This is an optimization exercise on Yosys and OpenROAD, whose aim is small area, not a production implementation.
The RTL was checked by simulation tests, not by an equivalence proof against the original design.
Power figures rest on the tool's default switching activity, not on a simulated workload.

Design clint_top, start of the top module:
module clint_top (
  input  logic        clk,
  input  logic        rst_n,
  input  logic [31:0] AXI_AWADDR,
  input  logic        AXI_AWVALID,
  output logic        AXI_AWREADY,
  input  logic [31:0] AXI_WDATA,
  input  logic [3:0]  AXI_WSTRB,
  input  logic        AXI_WVALID,
  output logic        AXI_WREADY,
  output logic [1:0]  AXI_BRESP,
  output logic        AXI_BVALID,
  input  logic        AXI_BREADY,
  input  logic [31:0] AXI_ARADDR,
  input  logic        AXI_ARVALID,
  output logic        AXI_ARREADY,
  output logic [31:0] AXI_RDATA,
  output logic [1:0]  AXI_RRESP,
  output logic        AXI_RVALID,
  input  logic        AXI_RREADY,
  output logic [7:0]  hart_swi,
  output logic [7:0]  hart_timeri
);
export LEC_CHECK = 0
export CAP_MARGIN = 20
export CORE_MARGIN = 2
export CORE_UTILIZATION = 45
export GPL_TIMING_DRIVEN = 0
export SLEW_MARGIN = 20
create_clock -name core_clock -period 5.0 [get_ports {clk}]
standard.sh (not shown) runs the stock make flow with config.mk's settings and CLKGATE_MAP_FILE= SYNTH_SCRIPT=/design/flow/synth_recipe.tcl, a recipe that flattens the netlist after the stock synthesis.
==> flow/flow/run.sh <==
#!/bin/bash
# Layout flow: the standard ORFS flow (standard.sh) with these changes.
#  1. Synthesis is the standard flow's synthesis script unchanged except that ABC maps the combinational
#     logic with flow/abc_area.script (area-oriented mapping). Registers are mapped by the
#     standard steps before ABC runs, so they are the same as in the standard synthesis.
#  2. Port buffers use the smallest buffer cell (sky130_fd_sc_hd__buf_1).
#  3. Clock-tree synthesis clusters more sinks per buffer (clkbuf_16 only) and inserts no dummy
#     loads.
#  4. Buffers from synthesis are removed at floorplan (the ABC script inserts none anyway).
# Each tool's full output goes to the ORFS logs under orfs/logs and to flow_make.log here.
set -euo pipefail
W=$PWD
mkdir -p mysynth
sed 's#^\( *\)log_cmd abc {\*}\$abc_args#\1log_cmd abc {*}[lreplace $abc_args 1 1 '"$W"'/flow/abc_area.script]#' \
  "$FLOW_HOME/scripts/synth.tcl" > mysynth/synth.tcl
grep -q 'flow/abc_area.script' mysynth/synth.tcl
sed "s#\$::env(SCRIPTS_DIR)/synth.tcl#$W/mysynth/synth.tcl#" synth_recipe.tcl > mysynth/synth_recipe.tcl
grep -q 'mysynth/synth.tcl' mysynth/synth_recipe.tcl
sed "s#SYNTH_SCRIPT=[^ ]*#SYNTH_SCRIPT=$W/mysynth/synth_recipe.tcl#" standard.sh > mysynth/standard.sh
grep -q 'mysynth/synth_recipe.tcl' mysynth/standard.sh
export BUFFER_PORTS_ARGS="-buffer_cell sky130_fd_sc_hd__buf_1"
export CTS_ARGS="-sink_clustering_enable -repair_clock_nets -dont_use_dummy_load -sink_clustering_size 24 -sink_clustering_max_diameter 80 -buf_list {sky130_fd_sc_hd__clkbuf_16}"
export REMOVE_ABC_BUFFERS=1
bash mysynth/standard.sh > flow_make.log 2>&1
==> flow/flow/abc_area.script <==
&get -n
&st
&dch -f
&nf -p -a -F 8 -A 4
&put
topo
stime -c
upsize -c
dnsize -c
Edit:
--- a/flow/design.v
+++ b/flow/design.v
@@ -183,33 +183,40 @@
       for (int i = 0; i < 64; i++) begin
         if (rst || (wr_fire && w_cmp && widx == h && AXI_AWADDR[2] == i[5] && AXI_WSTRB[(i / 8) % 4]))
           ncmp_q[h][i] <= ncmp_wd[i % 32];
       end
     end
   end
   logic [HART_COUNT-1:0] ge;
   always_comb begin
     for (int h = 0; h < HART_COUNT; h++) begin
-      logic c0, c1, c2, t1, t2;
+      logic c0, c1, c2, c3, t1, t2, t3;
       c0 = 1'b1;
-      for (int i = 0; i < 22; i++)
+      for (int i = 0; i < 16; i++) begin
         c0 = (mtime_q[i] & ncmp_q[h][i]) | (mtime_q[i] & c0) | (ncmp_q[h][i] & c0);
+      end
       c1 = 1'b0;
       t1 = 1'b1;
-      for (int i = 22; i < 43; i++) begin
+      for (int i = 16; i < 32; i++) begin
         c1 = (mtime_q[i] & ncmp_q[h][i]) | (mtime_q[i] & c1) | (ncmp_q[h][i] & c1);
         t1 = t1 & (mtime_q[i] | ncmp_q[h][i]);
       end
       c2 = 1'b0;
       t2 = 1'b1;
-      for (int i = 43; i < 64; i++) begin
+      for (int i = 32; i < 48; i++) begin
         c2 = (mtime_q[i] & ncmp_q[h][i]) | (mtime_q[i] & c2) | (ncmp_q[h][i] & c2);
         t2 = t2 & (mtime_q[i] | ncmp_q[h][i]);
       end
-      ge[h] = c2 | (t2 & (c1 | (t1 & c0)));
+      c3 = 1'b0;
+      t3 = 1'b1;
+      for (int i = 48; i < 64; i++) begin
+        c3 = (mtime_q[i] & ncmp_q[h][i]) | (mtime_q[i] & c3) | (ncmp_q[h][i] & c3);
+        t3 = t3 & (mtime_q[i] | ncmp_q[h][i]);
+      end
+      ge[h] = c3 | (t3 & (c2 | (t2 & (c1 | (t1 & c0)))));
     end
   end
   always_ff @(posedge clk) begin
     if (rst) timeri_q <= '0;
     else     timeri_q <= ge;
   end
 endmodule
What happened: The changed run produced a layout that fails on setup timing; routed wire length grows slightly; cell count hardly moves; via count grows slightly; synthesized area shrinks slightly; power stays flat; global-route usage grows by 0.52 points; core utilization grows by 0.34 points; die area shrinks slightly; fmax shrinks by a few percent; clock skew grows by 0.015 ns; clock power barely changes; register-to-register slack gets worse by 0.21 ns.

========
clint_top again, from the RTL that the note above started with.
clock: 5.0 ns
lec_check: 0
cap_margin: 20
core_margin: 2
core_utilization: 45
gpl_timing_driven: 0
slew_margin: 20
==> flow/flow/run.sh <==
#!/bin/bash
# Layout flow: the standard ORFS flow (standard.sh) with these changes.
#  1. Synthesis is the standard flow's synthesis script unchanged except that ABC maps the combinational
#     logic with flow/abc_area.script (area-oriented mapping). Registers are mapped by the
#     standard steps before ABC runs, so they are the same as in the standard synthesis.
#  2. Port buffers use the smallest buffer cell (sky130_fd_sc_hd__buf_1).
#  3. Clock-tree synthesis clusters more sinks per buffer (clkbuf_16 only) and inserts no dummy
#     loads.
#  4. Buffers from synthesis are removed at floorplan (the ABC script inserts none anyway).
# Each tool's full output goes to the ORFS logs under orfs/logs and to flow_make.log here.
set -euo pipefail
W=$PWD
mkdir -p mysynth
sed 's#^\( *\)log_cmd abc {\*}\$abc_args#\1log_cmd abc {*}[lreplace $abc_args 1 1 '"$W"'/flow/abc_area.script]#' \
  "$FLOW_HOME/scripts/synth.tcl" > mysynth/synth.tcl
grep -q 'flow/abc_area.script' mysynth/synth.tcl
sed "s#\$::env(SCRIPTS_DIR)/synth.tcl#$W/mysynth/synth.tcl#" synth_recipe.tcl > mysynth/synth_recipe.tcl
grep -q 'mysynth/synth.tcl' mysynth/synth_recipe.tcl
sed "s#SYNTH_SCRIPT=[^ ]*#SYNTH_SCRIPT=$W/mysynth/synth_recipe.tcl#" standard.sh > mysynth/standard.sh
grep -q 'mysynth/synth_recipe.tcl' mysynth/standard.sh
export BUFFER_PORTS_ARGS="-buffer_cell sky130_fd_sc_hd__buf_1"
export CTS_ARGS="-sink_clustering_enable -repair_clock_nets -dont_use_dummy_load -sink_clustering_size 20 -sink_clustering_max_diameter 80 -buf_list {sky130_fd_sc_hd__clkbuf_16}"
export REMOVE_ABC_BUFFERS=1
bash mysynth/standard.sh > flow_make.log 2>&1
Scripts as last shown in full above: flow/flow/abc_area.script
Change:
--- a/flow/design.v
+++ b/flow/design.v
@@ -181,35 +181,42 @@
   always_ff @(posedge clk) begin
     for (int h = 0; h < HART_COUNT; h++) begin
       for (int i = 0; i < 64; i++) begin
         if (rst || (wr_fire && w_cmp && widx == h && AXI_AWADDR[2] == i[5] && AXI_WSTRB[(i / 8) % 4]))
           ncmp_q[h][i] <= ncmp_wd[i % 32];
       end
     end
   end
   logic [HART_COUNT-1:0] ge;
   always_comb begin
     for (int h = 0; h < HART_COUNT; h++) begin
-      logic c0, c1, c2, t1, t2;
+      logic c0, c1, c2, c3, t1, t2, t3;
       c0 = 1'b1;
-      for (int i = 0; i < 22; i++)
+      for (int i = 0; i < 16; i++) begin
         c0 = (mtime_q[i] & ncmp_q[h][i]) | (mtime_q[i] & c0) | (ncmp_q[h][i] & c0);
+      end
       c1 = 1'b0;
       t1 = 1'b1;
-      for (int i = 22; i < 43; i++) begin
+      for (int i = 16; i < 32; i++) begin
         c1 = (mtime_q[i] & ncmp_q[h][i]) | (mtime_q[i] & c1) | (ncmp_q[h][i] & c1);
         t1 = t1 & (mtime_q[i] | ncmp_q[h][i]);
       end
       c2 = 1'b0;
       t2 = 1'b1;
-      for (int i = 43; i < 64; i++) begin
+      for (int i = 32; i < 48; i++) begin
         c2 = (mtime_q[i] & ncmp_q[h][i]) | (mtime_q[i] & c2) | (ncmp_q[h][i] & c2);
         t2 = t2 & (mtime_q[i] | ncmp_q[h][i]);
       end
-      ge[h] = c2 | (t2 & (c1 | (t1 & c0)));
+      c3 = 1'b0;
+      t3 = 1'b1;
+      for (int i = 48; i < 64; i++) begin
+        c3 = (mtime_q[i] & ncmp_q[h][i]) | (mtime_q[i] & c3) | (ncmp_q[h][i] & c3);
+        t3 = t3 & (mtime_q[i] | ncmp_q[h][i]);
+      end
+      ge[h] = c3 | (t3 & (c2 | (t2 & (c1 | (t1 & c0)))));
     end
   end
   always_ff @(posedge clk) begin
     if (rst) timeri_q <= '0;
     else     timeri_q <= ge;
   end
 endmodule
Outcome: Via count grows by 1.6%; synthesized cell count goes down by 0.65%; clock skew fell by 11 ps; wire length came out higher by 1.5%; clock-buffer cell count is higher by 1; worst setup slack loses 97 ps; first-iteration DRC count fell by 2.6%; final cell count is about the same; sequential power hardly moves; combinational power stays flat; design area grows by 0.47%; synthesized area drops by 0.46%.

==> static timing again, ports no longer ideal <==
The flow's constraints put no driver on any port. The routed layouts listed below were extracted and timed again, unchanged, in two steps. Step 1 assumes that a clkbuf_16 drives the clock port and a buf_2 every other input. Step 2, shift: input delay + t, output delay - t, t = (earliest + latest rising clock arrival at the registers) / 2. This alone moves slack from input paths to output paths. Slacks: no drivers / after step 1 / after step 2; pairs: no drivers / after step 1.
run | t (ns) | setup slack, ns | worst hold slack (ns) | worst setup path after step 2 | worst slew at a driven data input, ns
the first run of note 1 | 0.654 | 0.197 / 0.197 / -0.245 | 0.435 / 0.435 / 0.435 | input to register | 0.06
the second run of note 1 | 0.662 | -0.013 / -0.013 / -0.202 | 0.439 / 0.439 / 0.439 | input to register | 0.14
the first run of note 2 | 0.653 | 0.177 / 0.177 / -0.141 | 0.440 / 0.440 / 0.440 | input to register | 0.06
the second run of note 2 | 0.655 | 0.080 / 0.080 / -0.135 | 0.438 / 0.438 / 0.438 | input to register | 0.15
With both steps, setup timing fails in the first run of note 1, the first run of note 2 and the second run of note 2, where it was met with ideal ports. For the first run of note 1, which loses most, drivers alone change the setup slack by 0.000 ns; drivers and shift together by -0.442 ns.
